From an optimization exercise on the open Yosys and OpenROAD flow, aimed at small area and a short achievable clock period; shortcuts taken in it are not production practice. The RTL was checked by simulation tests, not by an equivalence proof against the original design.

--- design/flow/run.sh ---
#!/bin/bash
# synth_recipe.tcl (not shown) runs the flow's synth.tcl, then flattens the netlist and writes it again
# the make line also repeats each setting of config.mk as NAME=value (left out here)
make -C /OpenROAD-flow-scripts/flow DESIGN_CONFIG=/design/flow/config.mk WORK_HOME=/design/flow/orfs CLKGATE_MAP_FILE= SYNTH_SCRIPT=/design/flow/synth_recipe.tcl finish
--- design/flow/config.mk ---
export PLATFORM = sky130hd
export DESIGN_NAME = cordic_rotator
export DESIGN_NICKNAME = cordic_rotator
export VERILOG_FILES = /design/flow/design.v
export SDC_FILE = /design/flow/constraint.sdc
export NUM_CORES = 4
export LEC_CHECK = 0
export CAP_MARGIN = 20
export CORE_MARGIN = 2
export CORE_UTILIZATION = 40
export SLEW_MARGIN = 20
--- design/flow/constraint.sdc ---
create_clock -name core_clock -period 10.5 [get_ports {clk}]
set_input_delay 2.1000 -clock core_clock [delete_from_list [all_inputs] [get_ports {clk}]]
set_output_delay 2.1000 -clock core_clock [all_outputs]
set_load 0.01 [all_outputs]
--- design/flow/design.v ---
package cordic_pkg;
    typedef struct packed {
        logic                            valid;
        logic signed [9-1:0]  x;
        logic signed [9-1:0]  y;
        logic signed [9-1:0]  angle;
    } sample_t;
    typedef struct packed {
        logic                            valid;
        logic signed [32-1:0]     x;
        logic signed [32-1:0]     y;
        logic signed [32-1:0]     z;
        logic signed [9-1:0]  angle;
    } vec_t;
    typedef struct packed {
        logic                            valid;
        logic signed [32-1:0]     x;
        logic signed [32-1:0]     y;
    } result_t;
endpackage
`timescale 1ns/1ps
module cordic_quadrant_stage (
    input  logic                 clk,
    input  logic                 rst_n,
    input  cordic_pkg::sample_t  in_sample,
    output cordic_pkg::vec_t     out_vec
);
    logic signed [32-1:0] x_s;
    logic signed [32-1:0] y_s;
    logic signed [32-1:0] z_s;
    cordic_pkg::vec_t            next_vec;
    assign x_s = in_sample.x * 10000;
    assign y_s = in_sample.y * 10000;
    assign z_s = in_sample.angle * 10000;
    always_comb
    begin
        next_vec.valid = in_sample.valid;
        next_vec.angle = in_sample.angle;
        if (in_sample.angle < -135)
        begin
            next_vec.x = -x_s;
            next_vec.y = -y_s;
            next_vec.z = z_s + 1800000;
        end
        else if (in_sample.angle < -45)
        begin
            next_vec.x = -y_s;
            next_vec.y = x_s;
            next_vec.z = z_s + 900000;
        end
        else if (in_sample.angle < 45)
        begin
            next_vec.x = x_s;
            next_vec.y = y_s;
            next_vec.z = z_s;
        end
        else if (in_sample.angle < 135)
        begin
            next_vec.x = y_s;
            next_vec.y = -x_s;
            next_vec.z = z_s - 900000;
        end
        else
        begin
            next_vec.x = -x_s;
            next_vec.y = -y_s;
            next_vec.z = z_s - 1800000;
        end
    end
    always_ff @(posedge clk)
    begin
        if (!rst_n)
        begin
            out_vec <= '0;
        end
        else
        begin
            out_vec <= next_vec;
        end
    end
endmodule
`timescale 1ns/1ps
module cordic_friendly_stage (
    input  logic              clk,
    input  logic              rst_n,
    input  cordic_pkg::vec_t  in_vec,
    output cordic_pkg::vec_t  out_vec
);
    logic signed [32-1:0] coef_a;
    logic signed [32-1:0] coef_b;
    logic signed [32-1:0] atan;
    cordic_pkg::vec_t            next_vec;
    always_comb
    begin
        if (in_vec.z < -265650 || in_vec.z >= 265650)
        begin
            coef_a = 20;
            coef_b = 15;
            atan   = 368700;
        end
        else if (in_vec.z < -103050 || in_vec.z >= 103050)
        begin
            coef_a = 24;
            coef_b = 7;
            atan   = 162600;
        end
        else
        begin
            coef_a = 25;
            coef_b = 0;
            atan   = 0;
        end
    end
    always_comb
    begin
        next_vec.valid = in_vec.valid;
        next_vec.angle = in_vec.angle;
        if (in_vec.z < 0)
        begin
            next_vec.x = coef_a * in_vec.x - coef_b * in_vec.y;
            next_vec.y = coef_a * in_vec.y + coef_b * in_vec.x;
            next_vec.z = in_vec.z + atan;
        end
        else
        begin
            next_vec.x = coef_a * in_vec.x + coef_b * in_vec.y;
            next_vec.y = coef_a * in_vec.y - coef_b * in_vec.x;
            next_vec.z = in_vec.z - atan;
        end
    end
    always_ff @(posedge clk)
    begin
        if (!rst_n)
        begin
            out_vec <= '0;
        end
        else
        begin
            out_vec <= next_vec;
        end
    end
endmodule
`timescale 1ns/1ps
module cordic_usr_stage (
    input  logic              clk,
    input  logic              rst_n,
    input  cordic_pkg::vec_t  in_vec,
    output cordic_pkg::vec_t  out_vec
);
    function automatic logic signed [32-1:0] pre_trim(
        input logic signed [32-1:0] v
    );
        pre_trim = (v >>> 5) + (v >>> 6) - (v >>> 8) - (v >>> 9) - (v >>> 10);
    endfunction
    logic signed [32-1:0] x_t;
    logic signed [32-1:0] y_t;
    logic signed [32-1:0] x_r;
    logic signed [32-1:0] y_r;
    cordic_pkg::vec_t            next_vec;
    assign x_t = pre_trim(in_vec.x);
    assign y_t = pre_trim(in_vec.y);
    always_comb
    begin
        next_vec.valid = in_vec.valid;
        next_vec.angle = in_vec.angle;
        if (in_vec.z < -35630)
        begin
            x_r        = 128 * x_t - 16 * y_t;
            y_r        = 128 * y_t + 16 * x_t;
            next_vec.z = in_vec.z + 71250;
        end
        else if (in_vec.z > 35630)
        begin
            x_r        = 128 * x_t + 16 * y_t;
            y_r        = 128 * y_t - 16 * x_t;
            next_vec.z = in_vec.z - 71250;
        end
        else
        begin
            x_r        = 129 * x_t;
            y_r        = 129 * y_t;
            next_vec.z = in_vec.z;
        end
        next_vec.x = (x_r >>> 7) - (x_r >>> 14);
        next_vec.y = (y_r >>> 7) + (y_r >>> 14);
    end
    always_ff @(posedge clk)
    begin
        if (!rst_n)
        begin
            out_vec <= '0;
        end
        else
        begin
            out_vec <= next_vec;
        end
    end
endmodule
`timescale 1ns/1ps
module cordic_nominal_stage #(
    parameter int SHIFT = 5,
    parameter int ATAN  = 17900
) (
    input  logic              clk,
    input  logic              rst_n,
    input  cordic_pkg::vec_t  in_vec,
    output cordic_pkg::vec_t  out_vec
);
    cordic_pkg::vec_t next_vec;
    always_comb
    begin
        next_vec.valid = in_vec.valid;
        next_vec.angle = in_vec.angle;
        if (in_vec.z < 0)
        begin
            next_vec.x = in_vec.x - (in_vec.y >>> SHIFT);
            next_vec.y = in_vec.y + (in_vec.x >>> SHIFT);
            next_vec.z = in_vec.z + ATAN;
        end
        else
        begin
            next_vec.x = in_vec.x + (in_vec.y >>> SHIFT);
            next_vec.y = in_vec.y - (in_vec.x >>> SHIFT);
            next_vec.z = in_vec.z - ATAN;
        end
    end
    always_ff @(posedge clk)
    begin
        if (!rst_n)
        begin
            out_vec <= '0;
        end
        else
        begin
            out_vec <= next_vec;
        end
    end
endmodule
`timescale 1ns/1ps
module cordic_micro_stage #(
    parameter int SHIFT = 10,
    parameter int ATAN  = 560
) (
    input  logic              clk,
    input  logic              rst_n,
    input  cordic_pkg::vec_t  in_vec,
    output cordic_pkg::vec_t  out_vec
);
    logic [32:0] z_abs2;
    logic [3:0]         m_mag;
    logic signed [4:0]  m;
    cordic_pkg::vec_t   next_vec;
    always_comb
    begin
        z_abs2 = in_vec.z[32-1] ? {-in_vec.z, 1'b0} : {in_vec.z, 1'b0};
        m_mag  = '0;
        for (int k = 1; k <= 8; k++)
        begin
            if (z_abs2 >= (2 * k - 1) * ATAN)
            begin
                m_mag = 4'(k);
            end
        end
        m = in_vec.z[32-1] ? -$signed({1'b0, m_mag}) : $signed({1'b0, m_mag});
    end
    always_comb
    begin
        next_vec.valid = in_vec.valid;
        next_vec.angle = in_vec.angle;
        next_vec.x     = in_vec.x + m * (in_vec.y >>> SHIFT);
        next_vec.y     = in_vec.y - m * (in_vec.x >>> SHIFT);
        next_vec.z     = in_vec.z - m * ATAN;
    end
    always_ff @(posedge clk)
    begin
        if (!rst_n)
        begin
            out_vec <= '0;
        end
        else
        begin
            out_vec <= next_vec;
        end
    end
endmodule
`timescale 1ns/1ps
module cordic_sign_fix (
    input  logic                 clk,
    input  logic                 rst_n,
    input  cordic_pkg::vec_t     in_vec,
    output cordic_pkg::result_t  out_result
);
    logic signed [32-1:0] x_pos;
    logic signed [32-1:0] x_neg;
    logic signed [32-1:0] y_pos;
    logic signed [32-1:0] y_neg;
    cordic_pkg::result_t         next_result;
    assign x_pos = (in_vec.x < 0) ? -in_vec.x : in_vec.x;
    assign x_neg = (in_vec.x > 0) ? -in_vec.x : in_vec.x;
    assign y_pos = (in_vec.y < 0) ? -in_vec.y : in_vec.y;
    assign y_neg = (in_vec.y > 0) ? -in_vec.y : in_vec.y;
    always_comb
    begin
        next_result.valid = in_vec.valid;
        if (in_vec.angle <= -90)
        begin
            next_result.x = x_neg;
            next_result.y = y_neg;
        end
        else if (in_vec.angle <= 0)
        begin
            next_result.x = x_pos;
            next_result.y = y_neg;
        end
        else if (in_vec.angle <= 90)
        begin
            next_result.x = x_pos;
            next_result.y = y_pos;
        end
        else
        begin
            next_result.x = x_neg;
            next_result.y = y_pos;
        end
    end
    always_ff @(posedge clk)
    begin
        if (!rst_n)
        begin
            out_result <= '0;
        end
        else
        begin
            out_result <= next_result;
        end
    end
endmodule
`timescale 1ns/1ps
module cordic_rotator (
    input  logic                    clk,
    input  logic                    rst_n,
    input  logic                    in_valid,
    input  logic [9-1:0] in_x,
    input  logic [9-1:0] in_y,
    input  logic [9-1:0] in_angle,
    output logic                    out_valid,
    output logic [32-1:0]    out_x,
    output logic [32-1:0]    out_y
);
    cordic_pkg::sample_t in_sample;
    cordic_pkg::result_t out_result;
    assign in_sample.valid = in_valid;
    assign in_sample.x     = in_x;
    assign in_sample.y     = in_y;
    assign in_sample.angle = in_angle;
    assign out_valid       = out_result.valid;
    assign out_x           = out_result.x;
    assign out_y           = out_result.y;
    cordic_pkg::vec_t s_quad;
    cordic_pkg::vec_t s_friendly;
    cordic_pkg::vec_t s_usr;
    cordic_pkg::vec_t s_nom5;
    cordic_pkg::vec_t s_nom6;
    cordic_pkg::vec_t s_nom7;
    cordic_pkg::vec_t s_micro;
    cordic_quadrant_stage u_quadrant (
        .clk       (clk),
        .rst_n     (rst_n),
        .in_sample (in_sample),
        .out_vec   (s_quad)
    );
    cordic_friendly_stage u_friendly (
        .clk     (clk),
        .rst_n   (rst_n),
        .in_vec  (s_quad),
        .out_vec (s_friendly)
    );
    cordic_usr_stage u_usr (
        .clk     (clk),
        .rst_n   (rst_n),
        .in_vec  (s_friendly),
        .out_vec (s_usr)
    );
    cordic_nominal_stage #(.SHIFT(5), .ATAN(17900)) u_nom5 (
        .clk     (clk),
        .rst_n   (rst_n),
        .in_vec  (s_usr),
        .out_vec (s_nom5)
    );
    cordic_nominal_stage #(.SHIFT(6), .ATAN(8950)) u_nom6 (
        .clk     (clk),
        .rst_n   (rst_n),
        .in_vec  (s_nom5),
        .out_vec (s_nom6)
    );
    cordic_nominal_stage #(.SHIFT(7), .ATAN(4480)) u_nom7 (
        .clk     (clk),
        .rst_n   (rst_n),
        .in_vec  (s_nom6),
        .out_vec (s_nom7)
    );
    cordic_micro_stage #(
        .SHIFT (10),
        .ATAN  (560)
    ) u_micro (
        .clk     (clk),
        .rst_n   (rst_n),
        .in_vec  (s_nom7),
        .out_vec (s_micro)
    );
    cordic_sign_fix u_sign (
        .clk        (clk),
        .rst_n      (rst_n),
        .in_vec     (s_micro),
        .out_result (out_result)
    );
endmodule
==> results.json <==
{
  "synth_fa_ha_area_frac": 0.351,
  "synthTopCellsByCount": "ha_1, inv_1, nor2_1, dfxtp_1, a21oi_1",
  "path_max_fanout": 32,
  "grt_pass1_vias": 79300,
  "hold_depth": 1,
  "clk_latency_ns": 0.76,
  "muxShareOfSynthArea": 0.00488,
  "cp.arrival_ns": 10.64,
  "synth_warnings": 8,
  "dp.cells": 14700,
  "cp-start-kind": "flop",
  "synth-edff-count": 0,
  "ys_async_sr_fraction": 0,
  "cp_slowest_cell": "fa_1",
  "synth_compound_area_frac": 0.169,
  "synth-seq-area-share": 0.155,
  "final_layout_size_suffix_gt1_frac": 0.0443,
  "ctsHoldBuffers": 0,
  "cp-end-kind": "flop",
  "area_growth_syn_to_layout_pct": 9.25,
  "cts_buffer_depth": 3,
  "fmax_mhz": 99.7,
  "fin_setup_tns_ns": 0,
  "synth_seq_cells": 734,
  "r2r-end": "u_friendly.out_vec[72]",
  "yosysMostFrequentCell": "ha_1",
  "hpwl_mm": 215,
  "finalClockSkew_ns": 0.0683,
  "track_usage": 0.212,
  "die_h_um": 491,
  "cts_tree": "built",
  "gp_congestion": 0.928,
  "syn_inst": 11500,
  "vias": 79800,
  "setup_violations": 0,
  "yosysTopAreaCellShare": 0.234,
  "synthXorXnorAreaFrac": 0.0850,
  "synth_cell_types": 107,
  "io_pins": 95,
  "dr.pass1.iters": 7,
  "post_drt_wl_per_cell_um": 17.6,
  "avgSynthCellArea_um2": 8.25,
  "critPathKind": "flop to flop",
  "grt_max_degree": 137,
  "detail-route-antenna-nets": 0,
  "rsz0062_at_grt": "no",
  "clk_pin_slew_ns": 0.06,
  "slowest_delay_ns": 0.53,
  "slew_violations": 0,
  "drt_iter0_drc": 4527,
  "overflow": 0,
  "hold_path.class": "flop to flop",
  "r2r-start": "u_quadrant.out_vec[16]",
  "synth_area_um2": 94900,
  "synthTopCellsByArea": "ha_1, dfxtp_1, fa_1, inv_1, nor2_1",
  "grt_pass1_wl_mm": 422,
  "status": "complete, no violations",
  "die_area_um2": 241000,
  "endpoint": "u_friendly.out_vec[72]",
  "totalWireLength_mm": 261,
  "synth_ff_type": "dfxtp_1",
  "crit_path_frequent_cell": "ha_1",
  "antenna_found_initial": 2,
  "cts_buffers": 89,
  "crit_start": "u_quadrant.out_vec[16]",
  "fp-row-count": 178,
  "hold_viol": 0,
  "rrSetupSlack_ns": 0.47,
  "fin_crit_sh": 0.955,
  "slew_headroom": 0.252,
  "worst_ep_required_time_ns": 11.11,
  "vias_per_cell": 5.38,
  "cts-htree-levels": 3,
  "synth_top_family_by_area": "adder cells",
  "synth-simple-area-share": 0.171,
  "final_nets": 14000,
  "period_needed_ns": 10.03,
  "core_region_area_um2": 236000,
  "synth.largest_area_cell": "ha_1",
  "maxCapViolCount": 0,
  "place.port_buffers": 94,
  "die_x_um": 491,
  "start_util": 0.403,
  "cts_root_buf": "clkbuf_16",
  "stdcell_count": 14800,
  "drc_errors": 0,
  "worst_slew_pin_slew_ns": 1.12,
  "reg2reg_depth": 43,
  "cts_sinks": 734
}
cells by family after synthesis:
family,count (synthesis)
simple gates,3361
compound gates,2496
fa+ha+maj,2329
buf+inv,1623
xor+xnor,914
flops,734
mux,45
other cells,2
routing by layer:
layer  vias to the layer above  share of wire  track usage
met2                      1745           0.47        0.365
met5                         -              0            0
li1                      39800              -            -
met4                         0          0.038       0.0792
met3                       429          0.037       0.0191
met1                     37900           0.45        0.275
metrics by stage:
step | hold WS (ns) | utilization | instance area (µm²) | setup WS, ns
6_report | 0.432 | 0.440 | 104000 | 0.471
4_1_cts | 0.433 | 0.439 | 103000 | 0.137
5_1_grt | 0.444 | 0.440 | 104000 | 0.00373
2_1_floorplan | 0.406 | - | 95000 | 0.943
3_3_place_gp | 0.416 | 0.426 | 100000 | 0.118
3_5_place_dp | 0.414 | 0.426 | 100000 | 0.151
cells in the final DEF (no fill, tap or decap), types with 93 or more instances in the layout:
master / netlist / routed
xnor2_1: 511 / 505
and2_1: 247 / 247
a31oi_1: 116 / 113
clkdlybuf4s50_1: 0 / 93
nand2_1: 589 / 589
o21ai_0: 525 / 520
nand3_1: 167 / 165
and3_1: 122 / 122
o21a_1: 161 / 161
nand2b_1: 145 / 145
xor2_1: 399 / 399
a21o_1: 238 / 238
dfxtp_1: 734 / 730
fa_1: 556 / 556
a21oi_1: 718 / 710
inv_1: 1328 / 1326
ha_1: 1773 / 1772
nor2_1: 1231 / 1230
buf_4: 6 / 192
nor2b_1: 179 / 176
a211oi_1: 112 / 109
nor3_1: 285 / 281
critical path: cells and delay by family, from the launching register on:
kind	cells	cell delay, ns
compound gates	15	3.30
fa+ha+maj	10	3.20
simple gates	8	1.06
buf+inv	7	0.95
xor+xnor	2	0.76
flops	1	0.41
mux	1	0.13
worst min-delay path by stage:
stage	start	to	slack, ns
6_report	u_nom7.out_vec[0]	u_micro.out_vec[0]	0.43
5_1_grt	u_nom7.out_vec[0]	u_micro.out_vec[0]	0.44
4_1_cts	u_quadrant.out_vec[5]	u_friendly.out_vec[5]	0.43
3_5_place_dp	u_nom7.out_vec[2]	u_micro.out_vec[2]	0.41
3_3_place_gp	u_nom6.out_vec[105]	u_nom7.out_vec[105]	0.42
2_1_floorplan	u_nom7.out_vec[2]	u_micro.out_vec[2]	0.41
layout make-up:
type | count | area, µm²
Inverter | 1333 | 5010
Multi-Input combinational cell | 9162 | 74400
Clock inverter | 57 | 800
Antenna cell | 2 | 5.00
Tap cell | 3150 | 3940
Fill cell | 23400 | 132000
Timing Repair Buffer | 291 | 2470
Clock buffer | 106 | 2370
Sequential cell | 734 | 14700
flip-flops by register name, indices dropped and copies added (netlist names):
name and flops:
u_nom5.out_vec 105, u_nom6.out_vec 105, u_nom7.out_vec 105, u_friendly.out_vec 94, u_quadrant.out_vec 93, u_usr.out_vec 93
u_micro.out_vec 74, u_sign.out_result 65
what timing repair did:
action / in CTS / in global routing
gates resized for setup: 0 / 41
setup buffers: 0 / 7
endpoints found under the setup margin: 0 / 25

-- port drivers added, routing unchanged --
The flow's constraints put no driver on any port. The routed layout listed below was extracted and timed again, unchanged, in two steps. Step 1 sets driving cells, clkbuf_16 on the clock port and buf_2 on the other inputs (assumed; they add their load-dependent delay and slew). Step 2 adds t to the input delays and takes it off the output delays; t is the mean of the earliest and latest rising clock arrival at the registers after step 1. Input paths then give back, and output paths get back, about the clock's delay inside the block. Slacks: ideal ports / drivers / drivers and shift; pairs: ideal ports / drivers.
t, ns: 0.821
slack for setup (ns): 0.471 / 0.471 / 0.471
worst register clock-pin slew, ns: 0.08 / 0.08
worst data-port slew with drivers (ns): 0.05
After both steps this run still meets setup and hold. The setup slack of this run moves by 0.000 ns with the drivers and by 0.000 ns with both steps.
